What follows belongs to an exercise in optimizing a design on an open flow for small area; a production flow would make more cautious choices.
RTL that was checked went through simulation tests only; none was proved equivalent to the original.
No functional check of the RTL was part of runs 2 and 3.
Power is estimated from default activity; no workload was simulated.

<file path="flow/design.v">
package eth_proto_pkg;
	localparam int eth_head_len = 14;
	localparam int ip_head_len = 20;
	localparam int udp_head_len = 8;
	localparam int udp_stack_len = eth_head_len + ip_head_len + udp_head_len;
	localparam int arp_frame_len = 42;
	localparam logic [15:0] ethertype_ipv4 = 16'h0800;
	localparam logic [15:0] ethertype_arp = 16'h0806;
	localparam logic [7:0] ip_ver_ihl = 8'h45;
	localparam logic [7:0] ip_proto_udp = 8'd17;
	localparam logic [7:0] ip_ttl = 8'd128;
	localparam logic [15:0] udp_port = 16'hFEEF;
	localparam logic [5:0] off_dst_mac = 6'd0;
	localparam logic [5:0] off_src_mac = 6'd6;
	localparam logic [5:0] off_ethertype = 6'd12;
	localparam logic [5:0] off_ip_src = 6'd26;
	localparam logic [5:0] off_arp_sender_mac = 6'd22;
	localparam logic [5:0] off_arp_sender_ip = 6'd28;
	localparam logic [15:0] arp_htype_eth = 16'd1;
	localparam logic [7:0] arp_hw_size = 8'd6;
	localparam logic [7:0] arp_proto_size = 8'd4;
	localparam logic [15:0] arp_op_reply = 16'd2;
endpackage
package commu_pkg;
	typedef logic [7:0] byte_t;
	typedef logic [47:0] mac_t;
	typedef logic [31:0] ip_t;
	typedef logic [10:0] len_t;
	localparam mac_t init_local_mac = 48'h02_00_00_00_00_04;
	localparam mac_t init_dest_mac = 48'h02_00_00_00_00_05;
	localparam ip_t init_local_ip = 32'hC0_A8_01_04;
	localparam ip_t init_dest_ip = 32'hC0_A8_01_05;
	localparam byte_t cmd_set_server = 8'd0;
	localparam byte_t cmd_set_local = 8'd1;
	localparam int cmd_len = 6;
	localparam int rx_keep_len = 42 + cmd_len;
	localparam int rx_slots = 4;
	localparam int rx_slot_w = $clog2(rx_slots);
	localparam int rx_ram_depth = rx_slots * rx_keep_len;
	localparam int rx_ram_aw = $clog2(rx_ram_depth);
endpackage
`timescale 1ns/10ps
module tx_frame_sender
(
	input logic i_clk,
	input logic i_rst_n,
	input logic i_trig_send,
	input commu_pkg::len_t i_data_length,
	input commu_pkg::byte_t i_pck_ident,
	input commu_pkg::byte_t i_pck_idx,
	input commu_pkg::byte_t i_cur_byte,
	input logic local_set,
	input commu_pkg::ip_t local_ip,
	input logic dest_set,
	input commu_pkg::ip_t dest_ip,
	input commu_pkg::mac_t dest_mac,
	input logic arp_req,
	input commu_pkg::ip_t arp_ip,
	input commu_pkg::mac_t arp_mac,
	output logic tx_hdr,
	output logic o_get_cur_byte,
	output logic o_send_over,
	output logic o_tx_valid,
	output logic o_tx_last,
	output commu_pkg::byte_t o_tx_data
);
	logic s_head;
	logic s_pay;
	logic s_done;
	logic s_arp;
	logic idle;
	logic trig_d;
	logic data_pend;
	logic arp_pend;
	logic take_arp;
	logic take_data;
	logic [10:0] cnt;
	logic [10:0] cnt_inc;
	logic [5:0] c6;
	logic head_end;
	logic arp_end;
	logic pay_end;
	commu_pkg::ip_t own_ip;
	logic [79:0] peer;
	logic [79:0] peer_src;
	commu_pkg::byte_t tap_a;
	commu_pkg::byte_t tap_b;
	commu_pkg::byte_t tap_c;
	logic [11:0] tot_len;
	logic [11:0] udp_len;
	logic [7:0] cs_a;
	logic [7:0] cs_b;
	logic cs_c;
	logic cs_take;
	logic [8:0] cs_sum;
	commu_pkg::byte_t var_byte;
	commu_pkg::byte_t const_byte;
	commu_pkg::byte_t tx_next;
	function automatic logic [10:0] inc11(input logic [10:0] v);
		logic c;
		c = 1'b1;
		for (int i = 0; i < 11; i++)
		begin
			inc11[i] = v[i] ^ c;
			c = c & v[i];
		end
	endfunction
	function automatic logic [11:0] addk(input logic [10:0] v, input logic [10:0] k);
		logic c;
		c = 1'b0;
		for (int i = 0; i < 11; i++)
		begin
			addk[i] = v[i] ^ k[i] ^ c;
			c = (v[i] & k[i]) | (c & (v[i] | k[i]));
		end
		addk[11] = c;
	endfunction
	assign own_ip = local_set ? local_ip : commu_pkg::init_local_ip;
	assign peer_src = take_arp ? {arp_mac, arp_ip}
		: (dest_set ? {dest_mac, dest_ip} : {commu_pkg::init_dest_mac, commu_pkg::init_dest_ip});
	assign tap_a = peer[79:72];
	assign tap_b = peer[31:24];
	assign tap_c = peer[15:8];
	assign idle = !(s_head || s_pay || s_done || s_arp);
	assign take_arp = idle && arp_pend;
	assign take_data = idle && data_pend && !arp_pend;
	assign tx_hdr = s_head || s_arp;
	assign c6 = cnt[5:0];
	assign cnt_inc = inc11(cnt);
	assign head_end = (c6 == 6'd43);
	assign arp_end = (c6 == 6'd41);
	assign pay_end = (cnt == i_data_length);
	assign tot_len = addk(i_data_length, 11'd30);
	assign udp_len = addk(i_data_length, 11'd10);
	always_comb
	begin
		var_byte = 8'h00;
		if (s_head)
			case (c6)
				6'd0, 6'd1, 6'd2, 6'd3, 6'd4, 6'd5, 6'd6, 6'd7, 6'd8, 6'd9: var_byte = tap_a;
				6'd10, 6'd26: var_byte = own_ip[31:24];
				6'd11, 6'd27: var_byte = own_ip[23:16];
				6'd12, 6'd28: var_byte = own_ip[15:8];
				6'd13, 6'd29: var_byte = own_ip[7:0];
				6'd30, 6'd31, 6'd32, 6'd33: var_byte = tap_b;
				6'd16: var_byte = {4'd0, tot_len[11:8]};
				6'd17: var_byte = tot_len[7:0];
				6'd24, 6'd25: var_byte = ~cs_a;
				6'd38: var_byte = {4'd0, udp_len[11:8]};
				6'd39: var_byte = udp_len[7:0];
				6'd42: var_byte = i_pck_ident;
				6'd43: var_byte = i_pck_idx;
				default: var_byte = 8'h00;
			endcase
		else if (s_arp)
			case (c6)
				6'd0, 6'd1, 6'd2, 6'd3, 6'd4, 6'd5: var_byte = tap_a;
				6'd28: var_byte = own_ip[31:24];
				6'd29: var_byte = own_ip[23:16];
				6'd30: var_byte = own_ip[15:8];
				6'd31: var_byte = own_ip[7:0];
				6'd32, 6'd33, 6'd34, 6'd35, 6'd36, 6'd37, 6'd38, 6'd39, 6'd40, 6'd41:
					var_byte = tap_c;
				default: var_byte = 8'h00;
			endcase
		else if (s_pay)
			var_byte = i_cur_byte;
	end
	always_comb
	begin
		const_byte = 8'h00;
		if (s_head)
			case (c6)
				6'd6: const_byte = 8'h02;
				6'd11: const_byte = 8'h04;
				6'd12: const_byte = 8'h08;
				6'd14: const_byte = 8'h45;
				6'd22: const_byte = 8'h80;
				6'd23: const_byte = 8'h11;
				6'd34, 6'd36: const_byte = 8'hFE;
				6'd35, 6'd37: const_byte = 8'hEF;
				default: const_byte = 8'h00;
			endcase
		else if (s_arp)
			case (c6)
				6'd6, 6'd22: const_byte = 8'h02;
				6'd11, 6'd27: const_byte = 8'h04;
				6'd12, 6'd16: const_byte = 8'h08;
				6'd13, 6'd18: const_byte = 8'h06;
				6'd15: const_byte = 8'h01;
				6'd19: const_byte = 8'h04;
				6'd21: const_byte = 8'h02;
				default: const_byte = 8'h00;
			endcase
	end
	assign cs_take = s_head && (c6 >= 6'd6) && (c6 <= 6'd17) && (c6 != 6'd14) && (c6 != 6'd15);
	assign tx_next = (s_head && c6 >= 6'd6 && c6 <= 6'd13) ? const_byte : (const_byte | var_byte);
	assign cs_sum = 9'(cs_a) + 9'(cs_take ? var_byte : 8'h00) + 9'(cs_c);
	always_ff @(posedge i_clk or negedge i_rst_n)
	begin
		if (!i_rst_n)
		begin
			s_head <= 1'b0;
			s_pay <= 1'b0;
			s_done <= 1'b0;
			s_arp <= 1'b0;
			trig_d <= 1'b0;
			data_pend <= 1'b0;
			arp_pend <= 1'b0;
			o_tx_valid <= 1'b0;
			o_tx_last <= 1'b0;
			o_get_cur_byte <= 1'b0;
			o_send_over <= 1'b0;
		end
		else
		begin
			trig_d <= i_trig_send;
			data_pend <= (i_trig_send && !trig_d) || (data_pend && !take_data);
			arp_pend <= arp_req || (arp_pend && !take_arp);
			o_tx_valid <= s_head || s_pay || s_arp;
			o_get_cur_byte <= s_pay;
			o_send_over <= s_done;
			o_tx_last <= (s_head && head_end && i_data_length == '0) || (s_pay && pay_end)
				|| (s_arp && arp_end);
			s_head <= take_data || (s_head && !head_end);
			s_arp <= take_arp || (s_arp && !arp_end);
			s_pay <= (s_head && head_end && i_data_length != '0) || (s_pay && !pay_end);
			s_done <= (s_head && head_end && i_data_length == '0) || (s_pay && pay_end);
		end
	end
	always_ff @(posedge i_clk)
	begin
		if (take_arp || take_data)
			peer <= peer_src;
		else
			peer <= {peer[71:0], peer[79:72]};
		o_tx_data <= tx_next;
		if (idle)
			cnt <= '0;
		else if (s_head && head_end)
			cnt <= 11'd1;
		else
			cnt <= cnt_inc;
		if (idle)
		begin
			cs_a <= 8'hC5;
			cs_b <= 8'h11;
			cs_c <= 1'b0;
		end
		else
		begin
			cs_a <= cs_b;
			cs_b <= cs_sum[7:0];
			cs_c <= cs_sum[8];
		end
	end
endmodule
`timescale 1ns/10ps
module rx_frame_buffer
(
	input logic i_clk,
	input logic i_rst_n,
	input logic i_rx_dv,
	input commu_pkg::byte_t i_rx_data,
	input logic i_slot_release,
	input logic i_stage_arm,
	input logic i_loading,
	output logic o_slot_valid,
	output logic [111:0] o_rec,
	output logic [2:0] o_kind
);
	logic [2:0] wr_slot;
	logic [2:0] rd_slot;
	logic [5:0] wr_cnt;
	logic rx_dv_d;
	logic capture;
	logic frame_start;
	logic frame_end;
	logic accept;
	logic full;
	logic empty;
	logic wr_en;
	logic keep;
	logic [3:0] phase;
	logic match;
	logic stg_on;
	logic stg_en;
	logic mac_loc;
	logic mac_bc;
	logic et_08;
	logic f_arp;
	logic f_ip;
	logic f_chk;
	logic c_0;
	logic c_1;
	commu_pkg::byte_t rx_data_d;
	logic [2:0] kind_new;
	logic [111:0] ring [4];
	logic [2:0] kind [4];
	logic [3:0] start [4];
	logic [111:0] stage;
	assign frame_start = i_rx_dv && !rx_dv_d;
	assign frame_end = !i_rx_dv && rx_dv_d;
	assign empty = (wr_slot == rd_slot);
	assign full = (wr_slot[2] != rd_slot[2]) && (wr_slot[1:0] == rd_slot[1:0]);
	assign accept = frame_start ? !full : capture;
	assign wr_en = i_rx_dv && accept && (wr_cnt < 6'd48);
	always_comb
	begin
		keep = 1'b0;
		if (wr_cnt >= 6'd6 && wr_cnt <= 6'd11)
			keep = 1'b1;
		else if (f_arp)
			keep = (wr_cnt >= 6'd22 && wr_cnt <= 6'd31);
		else
			keep = (wr_cnt >= 6'd26 && wr_cnt <= 6'd29) || (wr_cnt >= 6'd44)
				|| (wr_cnt == 6'd42 && i_rx_data[7:1] != 7'd0);
	end
	assign kind_new[0] = f_ip && f_chk;
	assign kind_new[1] = f_arp || (f_ip && f_chk && c_0);
	assign kind_new[2] = f_ip && f_chk && c_1;
	assign match = (phase == start[rd_slot[1:0]]);
	assign stg_en = (i_stage_arm && match) || (stg_on && !match);
	always_ff @(posedge i_clk or negedge i_rst_n)
	begin
		if (!i_rst_n)
		begin
			rx_dv_d <= 1'b0;
			capture <= 1'b0;
			wr_cnt <= '0;
			wr_slot <= '0;
			rd_slot <= '0;
			phase <= '0;
			stg_on <= 1'b0;
		end
		else
		begin
			rx_dv_d <= i_rx_dv;
			phase <= (phase == 4'd13) ? 4'd0 : phase + 4'd1;
			stg_on <= i_loading && stg_en;
			if (frame_start)
				capture <= !full;
			if (wr_en)
				wr_cnt <= wr_cnt + 6'd1;
			if (frame_end)
			begin
				capture <= 1'b0;
				wr_cnt <= '0;
				if (capture)
					wr_slot <= wr_slot + 3'd1;
			end
			if (i_slot_release && !empty)
				rd_slot <= rd_slot + 3'd1;
		end
	end
	always_ff @(posedge i_clk)
	begin
		rx_data_d <= i_rx_data;
		if (wr_en)
		begin
			case (wr_cnt)
				6'd0:
				begin
					mac_loc <= (i_rx_data == 8'h02);
					mac_bc <= (i_rx_data == 8'hFF);
				end
				6'd1, 6'd2, 6'd3, 6'd4:
				begin
					mac_loc <= mac_loc && (i_rx_data == 8'h00);
					mac_bc <= mac_bc && (i_rx_data == 8'hFF);
				end
				6'd5:
				begin
					mac_loc <= mac_loc && (i_rx_data == 8'h04);
					mac_bc <= mac_bc && (i_rx_data == 8'hFF);
				end
				6'd12:
					et_08 <= (i_rx_data == 8'h08);
				6'd13:
				begin
					f_arp <= (mac_loc || mac_bc) && et_08 && (i_rx_data == 8'h06);
					f_ip <= (mac_loc || mac_bc) && et_08 && (i_rx_data == 8'h00);
				end
				6'd42:
				begin
					c_0 <= (i_rx_data == 8'h00);
					c_1 <= (i_rx_data == 8'h01);
				end
				6'd43:
					f_chk <= (i_rx_data == ~rx_data_d);
				default:
					;
			endcase
		end
		for (int s = 0; s < 4; s++)
		begin
			if (wr_slot[1:0] == 2'(s) && wr_en && keep)
				ring[s] <= {ring[s][103:0], i_rx_data};
			else
				ring[s] <= {ring[s][103:0], ring[s][111:104]};
			if (wr_slot[1:0] == 2'(s) && capture)
				kind[s] <= kind_new;
			if (wr_slot[1:0] == 2'(s) && frame_start && !full)
				start[s] <= phase;
		end
		if (stg_en)
			stage <= {stage[103:0], ring[rd_slot[1:0]][111:104]};
	end
	assign o_slot_valid = !empty;
	assign o_rec = stage;
	assign o_kind = kind[rd_slot[1:0]];
endmodule
`timescale 1ns/10ps
module rx_cmd_parser
(
	input logic i_clk,
	input logic i_rst_n,
	input logic i_slot_valid,
	input logic [111:0] i_rec,
	input logic [2:0] i_kind,
	input logic i_tx_hdr,
	output logic o_slot_release,
	output logic o_stage_arm,
	output logic o_loading,
	output logic o_local_set,
	output commu_pkg::ip_t o_local_ip,
	output logic o_dest_set,
	output commu_pkg::ip_t o_dest_ip,
	output commu_pkg::mac_t o_dest_mac,
	output logic o_arp_req,
	output commu_pkg::ip_t o_arp_ip,
	output commu_pkg::mac_t o_arp_mac,
	output commu_pkg::byte_t o_cmd,
	output logic [31:0] o_param,
	output logic o_cmd_come
);
	localparam logic [1:0] ps_idle = 2'd0;
	localparam logic [1:0] ps_load = 2'd1;
	localparam logic [1:0] ps_decide = 2'd2;
	logic [1:0] pstate;
	logic [5:0] pcnt;
	logic do_arp;
	logic do_cmd;
	logic local_pend;
	assign o_slot_release = (pstate == ps_decide);
	assign o_loading = (pstate == ps_load);
	assign o_stage_arm = (pstate == ps_load) && (pcnt >= 6'd20) && (pcnt <= 6'd33);
	assign do_arp = o_slot_release && i_kind[1] && !i_kind[0];
	assign do_cmd = o_slot_release && i_kind[0];
	always_ff @(posedge i_clk or negedge i_rst_n)
	begin
		if (!i_rst_n)
		begin
			pstate <= ps_idle;
			o_arp_req <= 1'b0;
			o_cmd_come <= 1'b0;
			local_pend <= 1'b0;
			o_dest_set <= 1'b0;
			o_local_set <= 1'b0;
		end
		else
		begin
			o_arp_req <= do_arp;
			o_cmd_come <= do_cmd && !i_kind[1] && !i_kind[2];
			case (pstate)
				ps_idle:
					if (i_slot_valid)
						pstate <= ps_load;
				ps_load:
					if (pcnt == 6'd47)
						pstate <= ps_decide;
				default:
					pstate <= ps_idle;
			endcase
			if (do_cmd && i_kind[1])
				o_dest_set <= 1'b1;
			if (do_cmd && i_kind[2])
				local_pend <= 1'b1;
			else if (local_pend && !i_tx_hdr)
			begin
				local_pend <= 1'b0;
				o_local_set <= 1'b1;
			end
		end
	end
	always_ff @(posedge i_clk)
	begin
		if (pstate == ps_load)
			pcnt <= pcnt + 6'd1;
		else
			pcnt <= '0;
		if (local_pend && !i_tx_hdr)
			o_local_ip <= o_param;
		if (do_arp)
		begin
			o_arp_mac <= i_rec[47:0];
			o_arp_ip <= i_rec[111:80];
		end
		if (do_cmd && i_kind[1])
		begin
			o_dest_mac <= i_rec[63:16];
			o_dest_ip <= {i_rec[15:0], i_rec[111:96]};
		end
		if (do_cmd)
		begin
			o_cmd <= (i_kind[1] || i_kind[2]) ? {7'd0, i_kind[2]} : i_rec[111:104];
			o_param <= i_rec[95:64];
		end
	end
endmodule
`timescale 1ns/10ps
module eth_commu_top
(
	input logic i_clk,
	input logic i_rst_n,
	input logic i_trig_send,
	input commu_pkg::len_t i_data_length,
	input commu_pkg::byte_t i_pck_ident,
	input commu_pkg::byte_t i_pck_idx,
	input commu_pkg::byte_t i_cur_byte,
	output logic o_get_cur_byte,
	output logic o_send_over,
	output logic o_tx_valid,
	output logic o_tx_last,
	output commu_pkg::byte_t o_tx_data,
	input logic i_rx_dv,
	input commu_pkg::byte_t i_rx_data,
	output commu_pkg::byte_t o_cmd,
	output logic [31:0] o_param,
	output logic o_cmd_come
);
	commu_pkg::ip_t local_ip;
	logic local_set;
	logic dest_set;
	commu_pkg::ip_t dest_ip;
	commu_pkg::mac_t dest_mac;
	logic arp_req;
	commu_pkg::ip_t arp_ip;
	commu_pkg::mac_t arp_mac;
	logic tx_hdr;
	logic slot_valid;
	logic [111:0] slot_rec;
	logic [2:0] slot_kind;
	logic slot_release;
	logic slot_stage_arm;
	logic slot_loading;
	tx_frame_sender u_sender
	(
		.i_clk(i_clk),
		.i_rst_n(i_rst_n),
		.i_trig_send(i_trig_send),
		.i_data_length(i_data_length),
		.i_pck_ident(i_pck_ident),
		.i_pck_idx(i_pck_idx),
		.i_cur_byte(i_cur_byte),
		.local_set(local_set),
		.local_ip(local_ip),
		.dest_set(dest_set),
		.dest_ip(dest_ip),
		.dest_mac(dest_mac),
		.arp_req(arp_req),
		.arp_ip(arp_ip),
		.arp_mac(arp_mac),
		.tx_hdr(tx_hdr),
		.o_get_cur_byte(o_get_cur_byte),
		.o_send_over(o_send_over),
		.o_tx_valid(o_tx_valid),
		.o_tx_last(o_tx_last),
		.o_tx_data(o_tx_data)
	);
	rx_frame_buffer u_rx_buf
	(
		.i_clk(i_clk),
		.i_rst_n(i_rst_n),
		.i_rx_dv(i_rx_dv),
		.i_rx_data(i_rx_data),
		.i_slot_release(slot_release),
		.i_stage_arm(slot_stage_arm),
		.i_loading(slot_loading),
		.o_slot_valid(slot_valid),
		.o_rec(slot_rec),
		.o_kind(slot_kind)
	);
	rx_cmd_parser u_parser
	(
		.i_clk(i_clk),
		.i_rst_n(i_rst_n),
		.i_slot_valid(slot_valid),
		.i_rec(slot_rec),
		.i_kind(slot_kind),
		.i_tx_hdr(tx_hdr),
		.o_slot_release(slot_release),
		.o_stage_arm(slot_stage_arm),
		.o_loading(slot_loading),
		.o_local_set(local_set),
		.o_local_ip(local_ip),
		.o_dest_set(dest_set),
		.o_dest_ip(dest_ip),
		.o_dest_mac(dest_mac),
		.o_arp_req(arp_req),
		.o_arp_ip(arp_ip),
		.o_arp_mac(arp_mac),
		.o_cmd(o_cmd),
		.o_param(o_param),
		.o_cmd_come(o_cmd_come)
	);
endmodule
</file>
<file path="flow/flow/run.sh">
#!/bin/bash
# Standard layout (the standard.sh) with a leaner clock tree and small port buffers:
# small clock buffers, no dummy loads; every port still gets its own buffer.
set -o pipefail
export CTS_ARGS="-sink_clustering_enable -repair_clock_nets -dont_use_dummy_load -buf_list {sky130_fd_sc_hd__clkbuf_8} -sink_clustering_size 16 -sink_clustering_max_diameter 50"
export BUFFER_PORTS_ARGS="-buffer_cell sky130_fd_sc_hd__buf_1"
bash standard.sh > standard_run.log 2>&1
</file>
<file path="flow/standard.sh">
#!/bin/bash
# synth_recipe.tcl (not shown) runs the flow's synth.tcl, then flattens the netlist and writes it again
# the make line also repeats each setting of config.mk as NAME=value (left out here)
make -C /OpenROAD-flow-scripts/flow DESIGN_CONFIG=/design/flow/config.mk WORK_HOME=/design/flow/orfs CLKGATE_MAP_FILE= SYNTH_SCRIPT=/design/flow/synth_recipe.tcl "${@:-finish}"
</file>
<file path="flow/config.mk">
export PLATFORM = sky130hd
export DESIGN_NAME = eth_commu_top
export DESIGN_NICKNAME = eth_commu_top
export VERILOG_FILES = /design/flow/design.v
export SDC_FILE = /design/flow/constraint.sdc
export NUM_CORES = 4
export LEC_CHECK = 0
export CAP_MARGIN = 20
export CORE_MARGIN = 2
export CORE_UTILIZATION = 40
export SLEW_MARGIN = 20
</file>
<file path="flow/constraint.sdc">
create_clock -name core_clock -period 12.0 [get_ports {i_clk}]
set_input_delay 2.4000 -clock core_clock [delete_from_list [all_inputs] [get_ports {i_clk}]]
set_output_delay 2.4000 -clock core_clock [all_outputs]
set_load 0.01 [all_outputs]
</file>
==> results of run 1 <==
==> synth_stat cells (7+ instances only) <==
cell type	number	area, µm²
nand3_1	104	521
xor2_1	18	158
and3_1	15	93.8
nand2b_1	19	119
ha_1	44	551
xnor2_1	30	263
edfxtp_1	380	11400
a21oi_1	47	235
buf_2	21	105
clkbuf_1	68	255
dfxtp_1	578	11600
nand3b_1	12	90.1
nand2_1	138	518
dfrtp_1	37	926
a221oi_1	7	61.3
nor2_1	141	529
nor2b_1	16	100
nor3_1	23	115
o21ai_0	54	270
nand4_1	13	81.3
mux2_4	32	480
a31oi_1	73	457
inv_1	31	116
a21o_1	13	97.6
a222oi_1	22	220
and2_1	37	231
a211oi_1	14	105
==> critical path, stage by stage <==
cell and delay [ns]:
buf_1 0.17, nor3_1 0.28, ha_1 0.22, a21oi_1 0.05, a31oi_1 0.21, nor2_1 0.09
ha_1 0.19, ha_1 0.30, a221oi_1 0.33, o2111ai_1 0.17, nor3_1 0.45, nor2_1 0.15
ha_1 0.29, nor2b_1 0.12, o21ai_0 0.21, a21boi_0 0.16, o21a_1 0.22, o41ai_1 0.33
mux2i_1 0.22
==> stage by stage <==
step                      cell area [µm²]  utilization (%)  hold WS (ns)  power (mW)  worst slack, ns
after CTS                           33600             44.1         0.263        7.07             6.16
final                               33600             44.1         0.259        7.00             5.97
after global routing                33600             44.1         0.261        7.35             5.85
after detailed placement            32400             42.5         0.312        5.45             5.49
after global placement              32400             42.5         0.310        5.44             5.61
after floorplan                     30900                -         0.310        4.99             4.44
==> flip-flops by register name, indices dropped and copies added (netlist names), 4 cells and up <==
register	count
u_sender.o_tx_data	8
u_rx_buf.ring	448
u_rx_buf.start	16
u_parser.o_dest_mac	48
u_parser.o_local_ip	32
u_rx_buf.wr_cnt	6
u_parser.o_arp_ip	32
u_rx_buf.kind	12
u_parser.o_cmd	8
u_parser.o_param	32
u_sender.cs_a	8
u_parser.pcnt	6
u_rx_buf.rx_data_d	8
u_rx_buf.phase	4
u_rx_buf.stage	112
u_sender.cnt	11
u_parser.o_dest_ip	32
u_sender.cs_b	8
u_sender.peer	80
u_parser.o_arp_mac	48
==> routing by layer <==
layer / GRT usage, % / vias up / share of wire (%) / wire, µm
met3: 3.01 / 123 / 4.6 / 3010
met1: 21.9 / 8148 / 44 / 29000
li1: - / 7758 / - / -
met2: 27.2 / 439 / 47 / 31000
met4: 6.38 / 0 / 3.6 / 2350
met5: 0 / - / 0 / 0
==> cells by family (layout without fill, tap and decap cells) <==
| logic type | after synthesis | after routing | synth area share [%] |
|---|---|---|---|
| DFF | 995 | 995 | 77.3 |
| and+or+nand+nor | 554 | 554 | 8.83 |
| AOI/OAI and AO/OA | 310 | 310 | 7.01 |
| buffers and inverters | 131 | 241 | 1.74 |
| xor gates and xnor gates | 48 | 48 | 1.36 |
| adders and majority gates | 47 | 47 | 1.94 |
| muxes | 39 | 39 | 1.78 |
| other | 0 | 1 | 0 |
==> power groups by stage <==
stage | logic (mW) | clock network (mW) | registers [mW]
after floorplan | 0.795 | 0 | 4.19
after global placement | 1.14 | 0 | 4.30
after detailed placement | 1.15 | 0 | 4.30
after CTS | 1.15 | 1.69 | 4.23
after global routing | 1.27 | 1.81 | 4.27
final | 1.15 | 1.62 | 4.23
==> worst paths after layout <==
check	end	slack, ns
min	u_rx_buf.ring[3][25]$_DFF_P_	0.26
min reg2reg	u_rx_buf.ring[3][25]$_DFF_P_	0.26
max in group asynchronous	u_sender.s_done$_DFF_PN0_	9.67
max reg2reg	u_sender.cs_b[7]$_SDFF_PN0_	7.19
min in group asynchronous	u_sender.data_pend$_DFF_PN0_	1.82
max	u_sender.cs_b[7]$_SDFF_PN0_	5.97
==> cell type report <==
class	count	area, µm²	share of cell area (%)
multi-input cells	998	6520	19.4
inverters	32	120	0.358
flip-flops and latches	995	23900	71.2
clock buffers	87	1200	3.56
repair buffers	122	546	1.62
diodes	1	2.50	0.00745
well taps	1030	1290	3.84
==> results.txt, run 1 <==
setup TNS 0 ns; Slew Viols, Final 0; die area between 70000 and 80000 µm²; Sink Count 995; asr flop ratio synth between 3 and 4%; vias in the first global route about 16000; Pwr Density about 210 nW/µm²; post-DR vias/cell approximately 5.0; Initial Util around two fifths; commonest register cell after synthesis dfxtp_1; total vias in the final route between 15000 and 20000; Setup-failing EPs final 0; YS warnings 6; r2r startpoint u_sender.cnt[1]$_SDFF_PP0_; WHS Path Cells 0; Max transition margin 27.0%; share of cells above drive strength 1 7.83%; P_int 5.02 mW; clk buf depth 3; 1st-iter DRT viols 1274; final hold vios 0; core area 76200 µm²; FF-to-FF path depth 16; gp weighted congestion about 0.92; total congestion overflow 0; syn_area_per_cell 14.6 µm²; Reg power frac between 60% and 70%; Hold Startpoint u_rx_buf.ring[3][17]$_DFF_P_; worst min path class flip-flop to flip-flop; Post-DP HPWL 43.0 mm; IO Port Bufs 99; Yosys cell types 82; Layout Cells excl Fill 3265; EDFF count, synth 380; Crit. End Element flip-flop; most frequent cells in the layout dfxtp_1, edfxtp_1, nor2_1; fmax ~170 MHz; max_cap viols 0; synthesized netlist cell count 2124; outcome complete, no violations; Mapped Nets approximately 2200; sequential element share of the synthesized area 77.3%; Crit Path Class input pin to flip-flop; Die X-Extent 282 µm; Critical Path RT 12.55 ns; commonest non-fill, non-tap cell in the layout dfxtp_1; drt first pass iters 5; DRC viols 0; synthesized area just over 30000 µm²; part of the power in combinational logic 16.5%; Placed Cells 3177; Area Overhead vs Synth 8.63%; Pleak 12.0 nW; initial antenna violation count 1; I/O Pins 100; Avg WL per Cell around 20 µm; clock network fraction of design power between 20% and 30%; CP startpoint i_data_length[1]; Seq cells post-synth 995; Max H-tree Level 3; CP Max Fanout 6; switching part of the total 28.3%; worst vdd ir 0.127 mV; CTS buffer count 87; first-pass GRT wire length 101 mm; # fillers 6879; clock slew at the register clock pins of the worst setup and hold paths 0.09 ns; postcts setup bufs 0; Worst Skew 0.0993 ns; clk root buf clkbuf_8; Final ANT Viol Nets 0; RSZ-0062 raised after global routing no; Least-Margin Pin Slew roughly 1.1 ns; # nets final 2329; Die H 282 µm; CTS tree done; largest net degree at the start of global routing 97; crit start category input pin; GRT Total Usage 16.6%; Crit path arrival time 6.57 ns; Routed WL 65.4 mm; Worst-Skew Late Latency 0.70 ns; Rows 101; Period Utilization, post-route 50.2%; Post-CTS Resized 0; Period minus WS final roughly 6 ns; total net switching power 1.98 mW; hold_buf cts 0
==> run 2, diff against run 1 <==
--- a/flow/design.v
+++ b/flow/design.v
@@ -86,8 +86,7 @@
 	commu_pkg::byte_t tap_a;
 	commu_pkg::byte_t tap_b;
 	commu_pkg::byte_t tap_c;
-	logic [11:0] tot_len;
-	logic [11:0] udp_len;
+	logic [11:0] len_sum;
 	logic [7:0] cs_a;
 	logic [7:0] cs_b;
 	logic cs_c;
@@ -130,42 +129,35 @@
 	assign head_end = (c6 == 6'd43);
 	assign arp_end = (c6 == 6'd41);
 	assign pay_end = (cnt == i_data_length);
-	assign tot_len = addk(i_data_length, 11'd30);
-	assign udp_len = addk(i_data_length, 11'd10);
+	assign len_sum = addk(i_data_length, c6[5] ? 11'd10 : 11'd30);
+	logic in6;
+	logic [5:0] arp_at;
+	logic sel_a;
+	logic sel_b;
+	logic sel_c;
+	logic [3:0] sel_o;
+	logic sel_lh;
+	logic sel_ll;
+	logic sel_cs;
+	logic sel_id;
+	logic sel_ix;
+	assign sel_a = (s_head && c6 <= 6'd9) || (s_arp && c6 <= 6'd5);
+	assign sel_b = s_head && (c6 >= 6'd30) && (c6 <= 6'd33);
+	assign sel_c = s_arp && (c6 >= 6'd32);
 	always_comb
-	begin
-		var_byte = 8'h00;
-		if (s_head)
-			case (c6)
-				6'd0, 6'd1, 6'd2, 6'd3, 6'd4, 6'd5, 6'd6, 6'd7, 6'd8, 6'd9: var_byte = tap_a;
-				6'd10, 6'd26: var_byte = own_ip[31:24];
-				6'd11, 6'd27: var_byte = own_ip[23:16];
-				6'd12, 6'd28: var_byte = own_ip[15:8];
-				6'd13, 6'd29: var_byte = own_ip[7:0];
-				6'd30, 6'd31, 6'd32, 6'd33: var_byte = tap_b;
-				6'd16: var_byte = {4'd0, tot_len[11:8]};
-				6'd17: var_byte = tot_len[7:0];
-				6'd24, 6'd25: var_byte = ~cs_a;
-				6'd38: var_byte = {4'd0, udp_len[11:8]};
-				6'd39: var_byte = udp_len[7:0];
-				6'd42: var_byte = i_pck_ident;
-				6'd43: var_byte = i_pck_idx;
-				default: var_byte = 8'h00;
-			endcase
-		else if (s_arp)
-			case (c6)
-				6'd0, 6'd1, 6'd2, 6'd3, 6'd4, 6'd5: var_byte = tap_a;
-				6'd28: var_byte = own_ip[31:24];
-				6'd29: var_byte = own_ip[23:16];
-				6'd30: var_byte = own_ip[15:8];
-				6'd31: var_byte = own_ip[7:0];
-				6'd32, 6'd33, 6'd34, 6'd35, 6'd36, 6'd37, 6'd38, 6'd39, 6'd40, 6'd41:
-					var_byte = tap_c;
-				default: var_byte = 8'h00;
-			endcase
-		else if (s_pay)
-			var_byte = i_cur_byte;
-	end
+		for (int i = 0; i < 4; i++)
+			sel_o[i] = (s_head && (c6 == 6'(10 + i) || c6 == 6'(26 + i))) || (s_arp && c6 == 6'(28 + i));
+	assign sel_lh = s_head && (c6 == 6'd16 || c6 == 6'd38);
+	assign sel_ll = s_head && (c6 == 6'd17 || c6 == 6'd39);
+	assign sel_cs = s_head && (c6 == 6'd24 || c6 == 6'd25);
+	assign sel_id = s_head && (c6 == 6'd42);
+	assign sel_ix = s_head && (c6 == 6'd43);
+	assign var_byte = ({8{sel_a}} & tap_a) | ({8{sel_b}} & tap_b) | ({8{sel_c}} & tap_c)
+		| ({8{sel_o[0]}} & own_ip[31:24]) | ({8{sel_o[1]}} & own_ip[23:16])
+		| ({8{sel_o[2]}} & own_ip[15:8]) | ({8{sel_o[3]}} & own_ip[7:0])
+		| ({8{sel_lh}} & {4'd0, len_sum[11:8]}) | ({8{sel_ll}} & len_sum[7:0])
+		| ({8{sel_cs}} & ~cs_a) | ({8{sel_id}} & i_pck_ident) | ({8{sel_ix}} & i_pck_idx)
+		| ({8{s_pay}} & i_cur_byte);
 	always_comb
 	begin
 		const_byte = 8'h00;
==> flow/flow/run.sh (replaced) <==
#!/bin/bash
# Standard layout (the standard.sh) with a leaner clock tree, small port buffers and
# downsizing of gates off the critical paths:
# clkbuf_8 clock buffers in small clusters and no dummy loads; every port still gets its own
# buffer; repair_timing's power recovery after global routing.
set -o pipefail
export CTS_ARGS="-sink_clustering_enable -repair_clock_nets -dont_use_dummy_load -buf_list {sky130_fd_sc_hd__clkbuf_8} -sink_clustering_size 16 -sink_clustering_max_diameter 50"
export BUFFER_PORTS_ARGS="-buffer_cell sky130_fd_sc_hd__buf_1"
export RECOVER_POWER=100
bash standard.sh > standard_run.log 2>&1
==> results.txt, run 2 <==
core area 75600 µm²; Worst-Skew Late Latency 0.69 ns; drt first pass iters 7; worst vdd ir 0.145 mV; setup TNS 0 ns; Largest stage delay, worst path 2.25 ns; outcome complete, but fails checks; Worst Skew 0.103 ns; synthesized netlist cell count 2030; PnR Total Power 7.04 mW; clk root buf clkbuf_8; slowest library cell on the worst path clkbuf_1; Area Overhead vs Synth 7.98%; Routed WL 64.1 mm; CTS buffer count 89; most frequent cells in the layout dfxtp_1, edfxtp_1, nor2_1; # nets final 2250; Max H-tree Level 3; CP Max Fanout 54; EDFF count, synth 380; synthesized area 30400 µm²; YS warnings 6; fmax about 130 MHz; Avg WL per Cell 20.5 µm; worst min path class flip-flop to flip-flop; post-DR vias/cell 5.06; final hold vios 0; Critical Path RT 12.23 ns; Hold Startpoint u_rx_buf.ring[1][48]$_DFF_P_; clk buf depth 3; worst setup margin ~4.1 ns; commonest non-fill, non-tap cell in the layout dfxtp_1; Placed Area 31800 µm²; Least-Margin Pin Slew ~4.5 ns; initial antenna violation count 1; Period minus WS final between 7 and 8 ns; # fillers a little under 7000; gp weighted congestion 0.880; DRC viols 0; Initial Util between 40% and 50%; Sink Count 995; largest net degree at the start of global routing ~100; I/O Pins 100; Pwr Density 215 nW/µm²; Yosys cell types 76; top-count cell post-synth dfxtp_1; Critical Path Most Common Cell clkbuf_1; hold_buf cts 0; CP cell instances inv_1 > ha_1 > a222oi_1 > a21oi_1 > xor2_1 > nor4_1 > mux2_1 > clkbuf_1 > clkbuf_1; share of cells above drive strength 1 5.53%; Setup-failing EPs final 0; syn_area_per_cell 15.0 µm²; vias in the first global route roughly 16000; Finished Core Util 43.4%; Pleak 11.8 nW; Die H 280 µm; Final ANT Viol Nets 0; Post-CTS Resized 0; Post-DP HPWL 41.4 mm; commonest register cell after synthesis dfxtp_1; max FFs per register around 450; total congestion overflow 0; IO Port Bufs 99; RSZ-0062 raised after global routing no; Synth area leaders dfxtp_1, edfxtp_1, dfrtp_1; Slew Viols, Final 463; Seq cells post-synth about 1000; total vias in the final route 15800; Crit path arrival time 8.15 ns; asr flop ratio synth 3.72%; Max transition margin -200%; post-synth top area share approximately two fifths; r2r startpoint u_rx_buf.rd_slot[0]$_DFFE_PN0P_; Regs by FF count u_rx_buf.ring (448), u_rx_buf.stage (112), u_sender.peer (80); Crit. End Element flip-flop; Crit Path Class flip-flop to flip-flop; Violated Checks capacitance limit, slew limit; Setup Slack @ Placement 5.26 ns; Biggest register u_rx_buf.ring; first-pass GRT wire length 98.1 mm; postcts setup bufs 0; top post-synthesis cells by count dfxtp_1, edfxtp_1, nand2_1; die area 78100 µm²; fin area 32800 µm²; GRT Total Usage between 15 and 20%; CP startpoint u_rx_buf.rd_slot[0]$_DFFE_PN0P_; clock slew at the register clock pins of the worst setup and hold paths ~0.070 ns; Die X-Extent between 200 and 300 µm; crit start category flip-flop; CTS tree done; largest area contributor in the synthesized netlist dfxtp_1; sequential element share of the synthesized area 78.7%; Period Utilization, post-route 66.0%; 1st-iter DRT viols 1337; Rows 101; max_cap viols 10; Mapped Nets 2126
[run 2: power by group]
group          total (mW)  switching, mW  leakage, nW  internal (mW)
Combinational        1.10          0.700         2.50          0.404
Sequential           4.29          0.282         8.61           4.01
Clock                1.64          0.980        0.640          0.659
Total                7.04           1.96         11.8           5.08
[run 2: cell families (layout without fill, tap and decap cells)]
family | Yosys count | count (layout) | synth area share [%]
adder cells (fa/ha/maj) | 49 | 49 | 2.12
buffers and inverters | 122 | 244 | 1.62
AO/OA/AOI/OAI | 266 | 266 | 5.87
XOR/XNOR | 40 | 40 | 1.15
other | 0 | 1 | 0
flip-flops | 995 | 995 | 78.7
AND/OR/NAND/NOR | 520 | 520 | 8.73
multiplexers | 38 | 38 | 1.79
[run 2: path summary, 6_finish.rpt]
kind,endpoint,depth (start not counted),slack [ns]
hold / removal,u_rx_buf.ring[1][56]$_DFF_P_,0,0.30
max in group asynchronous,u_parser.o_dest_set$_DFFE_PN0P_,1,8.08
hold reg to reg,u_rx_buf.ring[1][56]$_DFF_P_,0,0.30
min in group asynchronous,u_rx_buf.wr_cnt[3]$_DFFE_PN0P_,1,2.41
setup / recovery,u_rx_buf.stage[35]$_DFFE_PP_,9,4.08
setup reg to reg,u_rx_buf.stage[35]$_DFFE_PP_,9,4.08
[run 2: worst max-delay path: cells and delay by family, from the launching register on]
kind	cells	cell delay [ns]
fa+ha+maj	1	0.83
xor+xnor	1	0.09
compound gates	2	0.49
buf+inv	3	4.20
mux	1	0.88
simple gates	1	0.52
flops	1	0.42
[run 2: layout make-up]
type	instances	area (µm²)	share of cell area, %
inverter	38	143	0.435
timing repair buffer	117	473	1.44
clock buffer	89	1220	3.74
multi-input combinational	913	5820	17.7
sequential	995	23900	72.9
antenna	1	2.50	0.00763
tap	978	1220	3.73
[run 2: per-stage QoR]
step | hold slack, ns | std cells
floorplan | 0.310 | 2030
global placement | 0.310 | 3039
detailed placement | 0.312 | 3040
CTS | 0.303 | 3129
global route | 0.306 | 3131
finish | 0.296 | 3131
[run 2: routing by layer]
layer	global-route usage [%]	up-vias	routed length, µm	part of all wire, %
met5	0	-	0	0
met4	5.36	0	1610	2.5
met3	2.85	114	3160	4.9
met2	26.2	429	29700	46
met1	22.9	7845	29600	46
li1	-	7449	-	-
==> run 3, diff against run 2 <==
--- a/flow/config.mk
+++ b/flow/config.mk
@@ -7,5 +7,6 @@
 export LEC_CHECK = 0
 export CAP_MARGIN = 20
 export CORE_MARGIN = 2
-export CORE_UTILIZATION = 40
+export CORE_UTILIZATION = 60
+export PLACE_DENSITY = 0.75
 export SLEW_MARGIN = 20
==> results.txt, run 3 <==
CTS buffer count 78; total vias in the final route 15900; IO Port Bufs 99; slowest library cell on the worst path clkbuf_1; first-pass GRT wire length 93.0 mm; clock slew at the register clock pins of the worst setup and hold paths 0.10 ns; post-synth top area share 38.1%; outcome complete, but fails checks; vias in the first global route 16000; Violated Checks capacitance limit, slew limit; commonest non-fill, non-tap cell in the layout dfxtp_1; CP Max Fanout 58; share of cells above drive strength 1 5.05%; Period minus WS final 7.25 ns; Critical Path RT 12.16 ns; 1st-iter DRT viols 1423; top post-synthesis cells by count dfxtp_1, edfxtp_1, nand2_1; final hold vios 0; Post-CTS Resized 0; RSZ-0062 raised after global routing no; worst vdd ir 0.161 mV; I/O Pins 100; max FFs per register roughly 450; Worst R2R Setup Slack 4.75 ns; hold_buf cts 0; CP cell instances inv_1 > ha_1 > a222oi_1 > a21oi_1 > xor2_1 > nor4_1 > mux2_1 > clkbuf_1; Period Utilization, post-route 60.4%; Placed Cells 2731; worst r2r dst u_rx_buf.stage[44]$_DFFE_PP_; WHS Path Cells 0; Layout Cells excl Fill about 2800; Hold Startpoint u_rx_buf.ring[0][97]$_DFF_P_; Pleak 11.7 nW; most frequent cells in the layout dfxtp_1, edfxtp_1, nor2_1; Worst Hold Endpoint u_rx_buf.ring[0][105]$_DFF_P_; Least-Margin Pin Slew between 4 and 5 ns; r2r startpoint u_rx_buf.rd_slot[0]$_DFFE_PN0P_; Slew Viols, Final 438; initial antenna violation count 1; synthesized netlist cell count 2030; tightest hold margin 0.297 ns; Die H roughly 230 µm; worst min path class flip-flop to flip-flop; Setup-failing EPs final 0; Max H-tree Level 3; sequential element share of the synthesized area 78.7%; Mapped Nets 2126; post-DR vias/cell 5.65; Die X-Extent 229 µm; Yosys cell types 76; Setup Slack @ Placement approximately 5.3 ns; FF-to-FF path depth 8; Post-DP HPWL 38.8 mm; Sink Count a little under 1000; Seq cells post-synth around 1000; GRT Total Usage 23.2%; gp weighted congestion between 0.9 and 1; asr flop ratio synth 3.72%; Crit path arrival time between 7 and 8 ns; clk root buf clkbuf_8; Crit Path Class flip-flop to flip-flop; Biggest register u_rx_buf.ring; Worst-Skew Late Latency 0.68 ns; drt first pass iters 8; worst setup margin 4.75 ns; crit start category flip-flop; Max transition margin -193%; Worst Skew ~0.095 ns; largest area contributor in the synthesized netlist dfxtp_1; # nets final 2236; Final ANT Viol Nets 0; EDFF count, synth 380; YS warnings 6; Rows slightly above 80; Area Overhead vs Synth 6.20%; fmax between 100 and 150 MHz; synthesized area 30400 µm²; postcts setup bufs 0; setup TNS 0 ns; clk buf depth 3; syn_area_per_cell 15.0 µm²; Pwr Density 214 nW/µm²; top-count cell post-synth dfxtp_1; Crit. End Element flip-flop; Synth area leaders dfxtp_1, edfxtp_1, dfrtp_1; Routed WL roughly 60 mm; commonest register cell after synthesis dfxtp_1; max_cap viols 8; DRC viols 0; core area 50100 µm²; die area 52400 µm²; Avg WL per Cell 21.4 µm; CTS tree done; largest net degree at the start of global routing approximately 110; Largest stage delay, worst path 2.47 ns; Initial Util between 60% and 70%; total congestion overflow 0; Regs by FF count u_rx_buf.ring (448), u_rx_buf.stage (112), u_sender.peer (80)
run 3: worst max-delay path, delay by kind of cell (launching register included):
| family | cells | cell delay (ns) |
|---|---|---|
| simple gates | 1 | 0.41 |
| compound gates | 2 | 0.45 |
| buf+inv | 2 | 2.60 |
| fa+ha+maj | 1 | 0.80 |
| mux | 1 | 1.92 |
| xor+xnor | 1 | 0.09 |
| flops | 1 | 0.43 |
run 3: cells by family after synthesis:
family	synth area share [%]
compound gates	5.87
xor+xnor	1.15
simple gates	8.73
fa+ha+maj	2.12
buf+inv	1.62
mux	1.79
flops	78.7
run 3: metal layers:
layer,track usage [%],part of all wire (%),vias to the layer above
met5,0,0,-
met4,8.20,2.4,0
met3,4.05,6.3,84
met2,36.9,47,510
met1,32.5,44,7874
li1,-,-,7425
run 3: area by class of cell:
| cell class | count | area, µm² |
|---|---|---|
| Antenna cell | 1 | 2.50 |
| Clock buffer | 78 | 1070 |
| Fill cell | 3649 | 17800 |
| Inverter | 38 | 143 |
| Multi-Input combinational cell | 913 | 5820 |
| Sequential cell | 995 | 23900 |
| Tap cell | 672 | 841 |
| Timing Repair Buffer | 114 | 458 |
run 3: where the power goes:
group          total (mW)  internal [mW]  switching [mW]  leakage [nW]
clock network        1.53          0.583           0.950         0.561
logic                1.10          0.403           0.694          2.49
registers            4.28           4.01           0.267          8.61
total                6.91           5.00            1.91          11.7
run 3: per-stage QoR:
stage	power, mW	utilization [%]	instance area, µm²
after global placement	5.40	62.7	31400
after floorplan	5.02	-	30400
final	6.91	64.4	32300
after CTS	6.96	64.8	32500
after detailed placement	5.45	62.7	31400
after global routing	7.24	64.4	32300
run 3: worst max-delay path by stage:
stage,start,to,slack [ns],cells past startpoint
5_1_grt,u_rx_buf.rd_slot[0]$_DFFE_PN0P_,u_rx_buf.stage[27]$_DFFE_PP_,4.06,8
2_1_floorplan,u_rx_buf.rd_slot[0]$_DFFE_PN0P_,u_parser.o_arp_req$_DFF_PN0_,4.45,6
4_1_cts,i_data_length[1],u_sender.cs_b[6]$_SDFF_PN0_,6.06,23
3_5_place_dp,i_data_length[1],u_sender.cs_b[6]$_SDFF_PN0_,5.33,22
3_3_place_gp,i_data_length[1],u_sender.cs_b[6]$_SDFF_PN0_,5.41,22
6_report,u_rx_buf.rd_slot[0]$_DFFE_PN0P_,u_rx_buf.stage[44]$_DFFE_PP_,4.75,8
==> run 4, diff against run 3 <==
--- a/flow/design.v
+++ b/flow/design.v
@@ -285,6 +285,9 @@
 	logic f_chk;
 	logic c_0;
 	logic c_1;
+	assign c_0 = mac_loc;
+	assign c_1 = mac_bc;
+	assign f_chk = et_08;
 	commu_pkg::byte_t rx_data_d;
 	logic [2:0] kind_new;
 	logic [111:0] ring [4];
@@ -375,11 +378,11 @@
 				end
 				6'd42:
 				begin
-					c_0 <= (i_rx_data == 8'h00);
-					c_1 <= (i_rx_data == 8'h01);
+					mac_loc <= (i_rx_data == 8'h00);
+					mac_bc <= (i_rx_data == 8'h01);
 				end
 				6'd43:
-					f_chk <= (i_rx_data == ~rx_data_d);
+					et_08 <= (i_rx_data == ~rx_data_d);
 				default:
 					;
 			endcase
==> flow/flow/run.sh (replaced) <==
#!/bin/bash
# Standard layout (the standard.sh) with a leaner clock tree, small port buffers.
# no dummy loads.
# clkbuf_8 clock buffers in small clusters and no dummy loads; every port still gets its own
# buffer; repair_timing's power recovery after global routing.
set -o pipefail
export CTS_ARGS="-sink_clustering_enable -repair_clock_nets -dont_use_dummy_load -buf_list {sky130_fd_sc_hd__clkbuf_8} -sink_clustering_size 16 -sink_clustering_max_diameter 50"
export BUFFER_PORTS_ARGS="-buffer_cell sky130_fd_sc_hd__buf_1"
bash standard.sh > standard_run.log 2>&1
==> results.txt, run 4 <==
max FFs per register 448; gp weighted congestion 0.934; FF-to-FF path depth 24; Worst-Skew Late Latency 0.68 ns; Biggest register u_rx_buf.ring; Worst Setup EP u_sender.cs_c$_SDFF_PN0_; Avg WL per Cell 20.5 µm; synthesized netlist cell count slightly above 2000; r2r startpoint u_sender.cnt[5]$_SDFF_PP0_; Crit Path Class input pin to flip-flop; Routed WL 57.9 mm; share of cells above drive strength 1 7.42%; Area Overhead vs Synth 6.78%; CTS buffer count 80; hold_buf cts 0; Crit path arrival time around 6.7 ns; Pwr Density ~210 nW/µm²; IO Port Bufs 99; Die X-Extent 229 µm; initial antenna violation count 1; Sink Count 992; commonest register cell after synthesis dfxtp_1; Seq cells post-synth 992; Period minus WS final 6.19 ns; Final ANT Viol Nets 0; Synth area leaders dfxtp_1, edfxtp_1, dfrtp_1; largest net degree at the start of global routing 95; GRT Total Usage between 20% and 30%; crit start category input pin; Worst R2R Setup Slack between 7 and 8 ns; EDFF count, synth 377; Critical Path RT 12.52 ns; worst r2r dst u_sender.cs_c$_SDFF_PN0_; Slew Viols, Final 0; core area 50100 µm²; clk root buf clkbuf_8; worst setup margin between 5 and 6 ns; post-DR vias/cell 5.62; sequential element share of the synthesized area between 70% and 80%; asr flop ratio synth 3.73%; clk buf depth 3; Setup-failing EPs final 0; CTS tree done; syn_area_per_cell about 15 µm²; Antenna diodes 0; Rows 82; CP startpoint i_data_length[1]; Post-DP HPWL 37.7 mm; vias in the first global route about 16000; drt first pass iters 6; Initial Util 60.6%; Yosys cell types 90; synthesized area 30300 µm²; outcome complete, no violations; Die H 229 µm; RSZ-0062 raised after global routing no; Max H-tree Level 3; Finished Core Util 64.7%; Worst Skew roughly 0.10 ns; DRC viols 0; clock slew at the register clock pins of the worst setup and hold paths roughly 0.090 ns; total vias in the final route about 16000; worst vdd ir 0.211 mV; post-synth top area share 38.2%; Period Utilization, post-route between 50% and 60%; first-pass GRT wire length 90.5 mm; most frequent cells in the layout dfxtp_1, edfxtp_1, nand2_1; top-count cell post-synth dfxtp_1; Mapped Nets ~2100; 1st-iter DRT viols 1412; worst min path class flip-flop to flip-flop; Setup Slack @ Placement 5.17 ns; Least-Margin Pin Slew 1.04 ns; top post-synthesis cells by count dfxtp_1, edfxtp_1, nand2_1; postcts setup bufs 0; WHS Path Cells 0; Pleak approximately 12 nW; Max transition margin 30.4%; YS warnings 6; I/O Pins 100; Regs by FF count u_rx_buf.ring (448), u_rx_buf.stage (112), u_sender.peer (80); die area 52400 µm²; commonest non-fill, non-tap cell in the layout dfxtp_1; largest area contributor in the synthesized netlist dfxtp_1; setup TNS 0 ns; fmax 161 MHz; Post-CTS Resized 0; # nets final approximately 2300; Crit. End Element flip-flop; final hold vios 0; CP Max Fanout 4; total congestion overflow 0; max_cap viols 0
-- run 4: layer usage --
metal	share of wire [%]	routed length (µm)	global-route usage [%]	vias to the layer above
li1	-	-	-	7490
met1	44	25600	31.0	7774
met2	46	26900	35.6	504
met3	5.9	3390	4.35	127
met4	3.5	2000	8.26	2
met5	0.022	13	0	-
-- run 4: cell families (layout without fill, tap and decap cells) --
logic type / Yosys count / after routing / share of synthesized area, %
AOI/OAI and AO/OA: 280 / 280 / 6.36
xor gates and xnor gates: 39 / 39 / 1.13
adders and majority gates: 49 / 49 / 2.12
buffers and inverters: 128 / 232 / 1.80
DFF: 992 / 992 / 78.5
muxes: 38 / 38 / 1.40
and+or+nand+nor: 526 / 526 / 8.65
-- run 4: final cells by class --
cell class              count  area (µm²)
flip-flops and latches    992       23800
well taps                 672         841
repair buffers            113         482
inverters                  39         149
fillers                  3633       17700
clock buffers              80        1100
multi-input cells         932        5990
-- run 4: per-stage QoR --
| stage | cell area, µm² | hold WS (ns) | power, mW | cells |
|---|---|---|---|---|
| 2_1_floorplan | 30300 | 0.310 | 4.97 | 2052 |
| 3_3_place_gp | 31300 | 0.310 | 5.32 | 2748 |
| 3_5_place_dp | 31300 | 0.312 | 5.36 | 2748 |
| 4_1_cts | 32400 | 0.285 | 6.89 | 2828 |
| 5_1_grt | 32400 | 0.298 | 7.17 | 2828 |
| 6_report | 32400 | 0.289 | 6.84 | 2828 |
-- run 4: worst min path at each step --
| stage | end | from | slack, ns |
|---|---|---|---|
| after global routing | u_rx_buf.ring[0][43]$_DFF_P_ | u_rx_buf.ring[0][35]$_DFF_P_ | 0.30 |
| after CTS | u_rx_buf.ring[0][14]$_DFF_P_ | u_rx_buf.ring[0][6]$_DFF_P_ | 0.29 |
| final | u_rx_buf.ring[0][20]$_DFF_P_ | u_rx_buf.ring[0][12]$_DFF_P_ | 0.29 |
| after detailed placement | u_rx_buf.ring[2][92]$_DFF_P_ | u_rx_buf.ring[2][84]$_DFF_P_ | 0.31 |
| after global placement | u_rx_buf.ring[2][110]$_DFF_P_ | u_rx_buf.ring[2][102]$_DFF_P_ | 0.31 |
| after floorplan | u_rx_buf.ring[0][100]$_DFF_P_ | u_rx_buf.ring[0][92]$_DFF_P_ | 0.31 |
-- run 4: worst max-delay path, cell delays in order --
cell and delay, ns:
buf_1 0.14, fa_1 0.43, inv_1 0.07, ha_1 0.16, fa_1 0.18, inv_1 0.05, ha_1 0.17, ha_1 0.18
ha_1 0.19, ha_1 0.19, ha_1 0.18, ha_1 0.26, and3_1 0.14, a211o_1 0.27, nor4_2 0.34, nor2_1 0.08
ha_1 0.33, nor2b_1 0.16, o21a_1 0.17, o21ai_0 0.25, a21oi_1 0.13, o21ai_0 0.16, a21oi_1 0.08
-- run 4: power breakdown --
part,switching (mW),leakage [nW],internal [mW]
Sequential,0.282,8.59,3.98
Clock,0.948,0.575,0.597
Combinational,0.636,2.48,0.396
Total,1.87,11.6,4.98
==> run 5, diff against run 4 <==
--- a/flow/config.mk
+++ b/flow/config.mk
@@ -7,6 +7,5 @@
 export LEC_CHECK = 0
 export CAP_MARGIN = 20
 export CORE_MARGIN = 2
-export CORE_UTILIZATION = 60
-export PLACE_DENSITY = 0.75
+export CORE_UTILIZATION = 40
 export SLEW_MARGIN = 20
==> results.txt, run 5 <==
outcome complete, no violations; total vias in the final route 15800; adder-cell share of the synthesized area 2.12%; CP cell instances buf_1 > fa_1 > inv_1 > ha_1 > fa_1 > inv_1 > ha_1 > ha_1 > ha_1 > ha_1 > ha_1 > ha_1 > and3_1 > a211o_1 > nor4_2 > nor2_1 > ha_1 > nor2b_1 > o21a_1 > o21ai_0 > a21oi_1 > o21ai_0 > a21oi_1; sequential element share of the synthesized area 78.5%; Hold Startpoint u_rx_buf.ring[2][72]$_DFF_P_; CP Max Fanout 4; Routed WL 60.4 mm; Critical Path RT about 12 ns; proportion of synthesized area in mux cells about 1.4%; Period minus WS final slightly above 6 ns; Post-DP HPWL between 30 and 40 mm; postcts setup bufs 0; gp weighted congestion 0.923; share of cells above drive strength 1 under 10%; setup TNS 0 ns; Post-Synth Simple-Gate Area 8.65%; commonest non-fill, non-tap cell in the layout dfxtp_1; top-count cell post-synth dfxtp_1; die area between 70000 and 80000 µm²; final hold vios 0; max_cap viols 0; RSZ-0062 raised after global routing no; Least-Margin Pin Slew approximately 0.97 ns; Regs by FF count u_rx_buf.ring (448), u_rx_buf.stage (112), u_sender.peer (80); Worst-Skew Late Latency 0.72 ns; CTS buffer count 87; asr flop ratio synth 3.73%; post-DR vias/cell 5.03; most frequent cells in the layout dfxtp_1, edfxtp_1, nand2_1; synthesized area 30300 µm²; hold_buf cts 0; YS warnings 6; Max H-tree Level 3; worst vdd ir 0.129 mV; EDFF count, synth about 380; Slew Viols, Final 0; Area Overhead vs Synth 8.38%; clk buf depth 3; syn_area_per_cell 14.8 µm²; fmax 162 MHz; clk root buf clkbuf_8; Crit Path Class input pin to flip-flop; Synth Area in XOR/XNOR ~1.1%; synthesized netlist cell count 2052; largest net degree at the start of global routing 81; Avg WL per Cell approximately 19 µm; total congestion overflow 0; vias in the first global route 15500; Pwr Density 211 nW/µm²; # fillers approximately 6700; Die X-Extent 279 µm; worst min path class flip-flop to flip-flop; Biggest register u_rx_buf.ring; drt first pass iters 5; Sink Count 992; CP startpoint i_data_length[1]; Worst Skew about 0.12 ns; Placed Area 31700 µm²; 1st-iter DRT viols 1209; Pleak 11.7 nW; Rows 100; Post-CTS Resized 0; Mapped Nets 2148; slowest library cell on the worst path fa_1; largest area contributor in the synthesized netlist dfxtp_1; DRC viols 0; Seq cells post-synth 992; crit start category input pin; Crit path arrival time 6.68 ns; Die H 279 µm; Yosys cell types 90; IO Port Bufs 99; fin area 32900 µm²; Synth area leaders dfxtp_1, edfxtp_1, dfrtp_1; Critical Path Most Common Cell ha_1; Final ANT Viol Nets 0; GRT Total Usage between 10% and 20%; Initial Util about two fifths; I/O Pins 100; Setup-failing EPs final 0; max FFs per register 448; Period Utilization, post-route 51.6%; r2r startpoint u_sender.cnt[5]$_SDFF_PP0_; Crit. End Element flip-flop; commonest register cell after synthesis dfxtp_1; core area 74700 µm²; first-pass GRT wire length 93.1 mm; # nets final about 2300; post-synth top area share 38.2%; clock slew at the register clock pins of the worst setup and hold paths 0.09 ns; initial antenna violation count 2; post-synthesis compound-gate area fraction under 10%; top post-synthesis cells by count dfxtp_1, edfxtp_1, nand2_1; Max transition margin a little over a third; largest family of logic cells by synthesized area simple AND/OR/NAND/NOR gates; Largest stage delay, worst path about 0.43 ns; CTS tree done
-- run 5: cell counts after synthesis --
Identical to the previous run, type by type.
-- run 5: critical path: cells and delay by family --
family	cells	cell delay, ns
adder cells (fa/ha/maj)	10	2.24
AO/OA/AOI/OAI	6	1.06
AND/OR/NAND/NOR	4	0.71
buffers and inverters	3	0.25
-- run 5: report_power, final --
part	leakage (nW)	internal, mW	switching, mW
Sequential	8.59	3.98	0.295
Combinational	2.49	0.395	0.635
Clock	0.626	0.646	0.965
-- run 5: final cells by class --
type	count	area [µm²]	share of cell area, %
Sequential cell	992	23800	72.5
Multi-Input combinational cell	932	5990	18.2
Tap cell	969	1210	3.69
Clock buffer	87	1200	3.64
Timing Repair Buffer	115	493	1.50
Inverter	39	149	0.453
Antenna cell	2	5.00	0.0152
-- run 5: kinds of logic after synthesis --
group / count (synthesis)
muxes: 38
xor gates and xnor gates: 39
and+or+nand+nor: 526
adders and majority gates: 49
buffers and inverters: 128
AOI/OAI and AO/OA: 280
DFF: 992
-- run 5: worst paths after layout --
| check | depth (start not counted) | to | slack, ns |
|---|---|---|---|
| max | 23 | u_sender.cs_c$_SDFF_PN0_ | 5.81 |
| min | 0 | u_rx_buf.ring[2][80]$_DFF_P_ | 0.28 |
| max reg2reg | 24 | u_sender.cs_c$_SDFF_PN0_ | 7.05 |
| min reg2reg | 0 | u_rx_buf.ring[2][80]$_DFF_P_ | 0.28 |
| max in group asynchronous | 2 | u_sender.o_send_over$_DFF_PN0_ | 9.73 |
| min in group asynchronous | 2 | u_rx_buf.wr_cnt[1]$_DFFE_PN0P_ | 1.78 |
-- run 5: routing by layer --
metal  part of all wire (%)  global-route usage (%)
met1                     47                    21.6
met2                     44                    23.9
met5                  0.012                       0
met3                    5.6                    3.44
met4                    2.6                    5.00
-- run 5: stage by stage --
| stage | util (%) | setup WS [ns] | std cells | power [mW] | hold WS (ns) |
|---|---|---|---|---|---|
| floorplan | - | 4.45 | 2052 | 4.97 | 0.310 |
| global placement | 42.4 | 5.20 | 3047 | 5.36 | 0.310 |
| detailed placement | 42.4 | 5.17 | 3047 | 5.38 | 0.312 |
| CTS | 44.0 | 5.89 | 3134 | 6.99 | 0.271 |
| global route | 44.0 | 5.52 | 3136 | 7.28 | 0.285 |
| finish | 44.0 | 5.81 | 3136 | 6.92 | 0.275 |
==> run 6, diff against run 5 <==
==> flow/flow/run.sh (replaced) <==
#!/bin/bash
# Standard layout (the standard.sh) with a leaner clock tree and small port buffers:
# clkbuf_8 clock buffers in small sink clusters and no dummy loads on the clock tree; every
# port still gets its own buffer (buf_1). The make output goes to standard_run.log; the ORFS
# steps keep their own logs under orfs/logs.
set -o pipefail
export CTS_ARGS="-sink_clustering_enable -repair_clock_nets -dont_use_dummy_load -buf_list {sky130_fd_sc_hd__clkbuf_8} -sink_clustering_size 16 -sink_clustering_max_diameter 50"
export BUFFER_PORTS_ARGS="-buffer_cell sky130_fd_sc_hd__buf_1"
bash standard.sh > standard_run.log 2>&1
--- a/flow/config.mk
+++ b/flow/config.mk
@@ -7,5 +7,6 @@
 export LEC_CHECK = 0
 export CAP_MARGIN = 20
 export CORE_MARGIN = 2
-export CORE_UTILIZATION = 40
+export CORE_UTILIZATION = 70
+export PLACE_DENSITY = 0.85
 export SLEW_MARGIN = 20
==> results.txt, run 6 <==
outcome complete, no violations; total congestion overflow 0; PnR Total Power 6.84 mW; # nets final 2251; syn_area_per_cell 14.8 µm²; Setup-failing EPs final 0; adder-cell share of the synthesized area 2.12%; Die X-Extent 212 µm; I/O Pins 100; clock network fraction of design power 22.0%; Critical Path Most Common Cell ha_1; CTS buffer count 75; CTS tree done; gp weighted congestion roughly 0.99; largest family of logic cells by synthesized area simple AND/OR/NAND/NOR gates; asr flop ratio synth 3.73%; Yosys cell types 90; Area Overhead vs Synth 6.25%; top-count cell post-synth dfxtp_1; largest area contributor in the synthesized netlist dfxtp_1; crit start category input pin; Pwr Density 212 nW/µm²; Rows 76; Crit path arrival time around 6.7 ns; most frequent cells in the layout dfxtp_1, edfxtp_1, nand2_1; 1st-iter DRT viols 1715; Biggest register u_rx_buf.ring; Die H roughly 210 µm; GRT Total Usage around 28%; total net switching power approximately 1.9 mW; Layout Cells excl Fill around 2700; Period Utilization, post-route between 50 and 60%; postcts setup bufs 0; YS warnings 6; commonest register cell after synthesis dfxtp_1; Post-DP HPWL 40.8 mm; worst min path class flip-flop to flip-flop; Seq cells post-synth 992; Mapped Nets between 2000 and 2500; CP cell instances buf_1 > fa_1 > inv_1 > ha_1 > fa_1 > inv_1 > ha_1 > ha_1 > ha_1 > ha_1 > ha_1 > ha_1 > and3_1 > a211o_1 > nor4_2 > nor2_1 > ha_1 > nor2b_1 > o21a_1 > o21ai_0 > nand2b_1 > a211oi_1 > nor3_1; top post-synthesis cells by count dfxtp_1, edfxtp_1, nand2_1; switching part of the total 27.8%; share of cells above drive strength 1 ~7.3%; fmax around 160 MHz; Max H-tree Level 3; slowest library cell on the worst path fa_1; max_cap viols 0; worst vdd ir 0.163 mV; Post-CTS Resized 0; total vias in the final route 16300; part of the power in combinational logic 15.3%; Synth area leaders dfxtp_1, edfxtp_1, dfrtp_1; max FFs per register ~450; proportion of synthesized area in mux cells under 10%; Crit Path Class input pin to flip-flop; sequential element share of the synthesized area 78.5%; post-synth top area share 38.2%; Regs by FF count u_rx_buf.ring (448), u_rx_buf.stage (112), u_sender.peer (80); setup TNS 0 ns; DRC viols 0; Sink Count 992; first-pass GRT wire length 94.2 mm; clk root buf clkbuf_8; initial antenna violation count 1; Placed Cells 2663; Least-Margin Pin Slew 1.10 ns; RSZ-0062 raised after global routing no; Avg WL per Cell 22.6 µm; Worst Skew slightly above 0.09 ns; Crit. End Element flip-flop; drt first pass iters 6; Worst-Skew Late Latency 0.68 ns; worst setup margin 5.79 ns; Synth Area in XOR/XNOR 1.13%; Max transition margin 26.6%; Post-Synth Simple-Gate Area 8.65%; IO Port Bufs 99; synthesized netlist cell count just over 2000; clk buf depth 3; post-synthesis compound-gate area fraction around 6.4%; post-DR vias/cell 5.94; Initial Util 70.7%; Pleak 11.6 nW; P_int 4.94 mW; Slew Viols, Final 0; synthesized area 30300 µm²; die area roughly 45000 µm²; Final ANT Viol Nets 0; Largest stage delay, worst path 0.43 ns; vias in the first global route between 15000 and 20000; commonest non-fill, non-tap cell in the layout dfxtp_1; Period minus WS final 6.21 ns; Routed WL slightly above 60 mm; CP Max Fanout 4; Critical Path RT 12.48 ns; largest net degree at the start of global routing 110; Reg power frac a little over three fifths; clock slew at the register clock pins of the worst setup and hold paths 0.11 ns; final hold vios 0; EDFF count, synth 377; Setup Slack @ Placement around 5.2 ns; Finished Core Util 75.1%; core area approximately 43000 µm²; hold_buf cts 0
## run 6: cells by family (layout without fill, tap and decap cells)
logic type / after synthesis / in the layout
mux: 38 / 38
compound gates: 280 / 280
buf+inv: 128 / 229
flops: 992 / 992
xor+xnor: 39 / 39
fa+ha+maj: 49 / 49
other cells: 0 / 1
simple gates: 526 / 526
## run 6: final timing paths
path	from	to	slack, ns	depth (start not counted)
hold / removal	u_rx_buf.ring[3][98]$_DFF_P_	u_rx_buf.ring[3][106]$_DFF_P_	0.26	0
max in group asynchronous	i_rst_n	u_parser.o_dest_set$_DFFE_PN0P_	9.39	1
setup / recovery	i_data_length[1]	u_sender.cs_b[6]$_SDFF_PN0_	5.79	23
min in group asynchronous	i_rst_n	u_rx_buf.rx_dv_d$_DFF_PN0_	1.85	1
setup reg to reg	u_sender.cnt[5]$_SDFF_PP0_	u_sender.cs_b[6]$_SDFF_PN0_	7.34	23
hold reg to reg	u_rx_buf.ring[3][98]$_DFF_P_	u_rx_buf.ring[3][106]$_DFF_P_	0.26	0
## run 6: through the flow
step	instance area, µm²	hold slack (ns)
6_report	32200	0.259
5_1_grt	32200	0.270
4_1_cts	32200	0.267
3_5_place_dp	31200	0.312
3_3_place_gp	31200	0.310
2_1_floorplan	30300	0.310
## run 6: power groups by stage
| stage | sequential (mW) | combinational, mW | clock (mW) |
|---|---|---|---|
| 2_1_floorplan | 4.19 | 0.773 | 0 |
| 3_3_place_gp | 4.33 | 0.999 | 0 |
| 3_5_place_dp | 4.35 | 1.04 | 0 |
| 4_1_cts | 4.28 | 1.04 | 1.54 |
| 5_1_grt | 4.32 | 1.16 | 1.64 |
| 6_report | 4.29 | 1.05 | 1.51 |
## run 6: worst max-delay path: cells and delay by family
kind	cells	cell delay, ns
adders and majority gates	10	2.24
AOI/OAI and AO/OA	4	0.94
and+or+nand+nor	6	0.85
buffers and inverters	3	0.26
## run 6: layer usage
metal	GRT usage (%)	routed length, µm	vias up
met5	0	0	-
met4	11.8	2130	0
met3	4.17	4070	131
met2	46.5	30000	645
met1	37.6	25600	8022
li1	-	-	7479
## run 6: final cells by class
cell class,instances,area (µm²)
antenna,1,2.50
clock buffer,75,1030
fill,2492,10700
inverter,39,149
multi-input combinational,932,5990
sequential,992,23800
tap,585,732
timing repair buffer,115,493

==> port drivers added, routing unchanged <==
The results above use ideal ports. As a check the final layouts listed here were re-extracted and re-timed, cells and wires unchanged. Step 1 (the two cells are an assumption about what drives the block):
set clk [get_ports {i_clk}]
set_driving_cell -lib_cell sky130_fd_sc_hd__clkbuf_16 $clk
set_driving_cell -lib_cell sky130_fd_sc_hd__buf_2 [delete_from_list [all_inputs] $clk]
Step 2, shift: input delay + t, output delay - t, t = (earliest + latest rising clock arrival at the registers) / 2. This alone moves slack from input paths to output paths. Slacks: ideal / step 1 / step 2; pairs: ideal / step 1.
run	t, ns	setup slack, ns	worst setup path after step 2	latest minus earliest clock arrival (ns)
run 1	0.719	5.974 / 6.004 / 5.286	input to register	0.127 / 0.127
run 2	0.712	4.079 / 4.079 / 4.079	register to register	0.139 / 0.138
run 3	0.688	4.747 / 4.747 / 4.747	register to register	0.101 / 0.101
run 4	0.680	5.806 / 5.826 / 5.146	input to register	0.111 / 0.110
run 5	0.704	5.811 / 5.846 / 5.143	input to register	0.145 / 0.145
run 6	0.688	5.791 / 5.819 / 5.132	input to register	0.092 / 0.093
The setup slack of run 1, which loses most, moves by +0.030 ns with the drivers and by -0.688 ns with both steps.
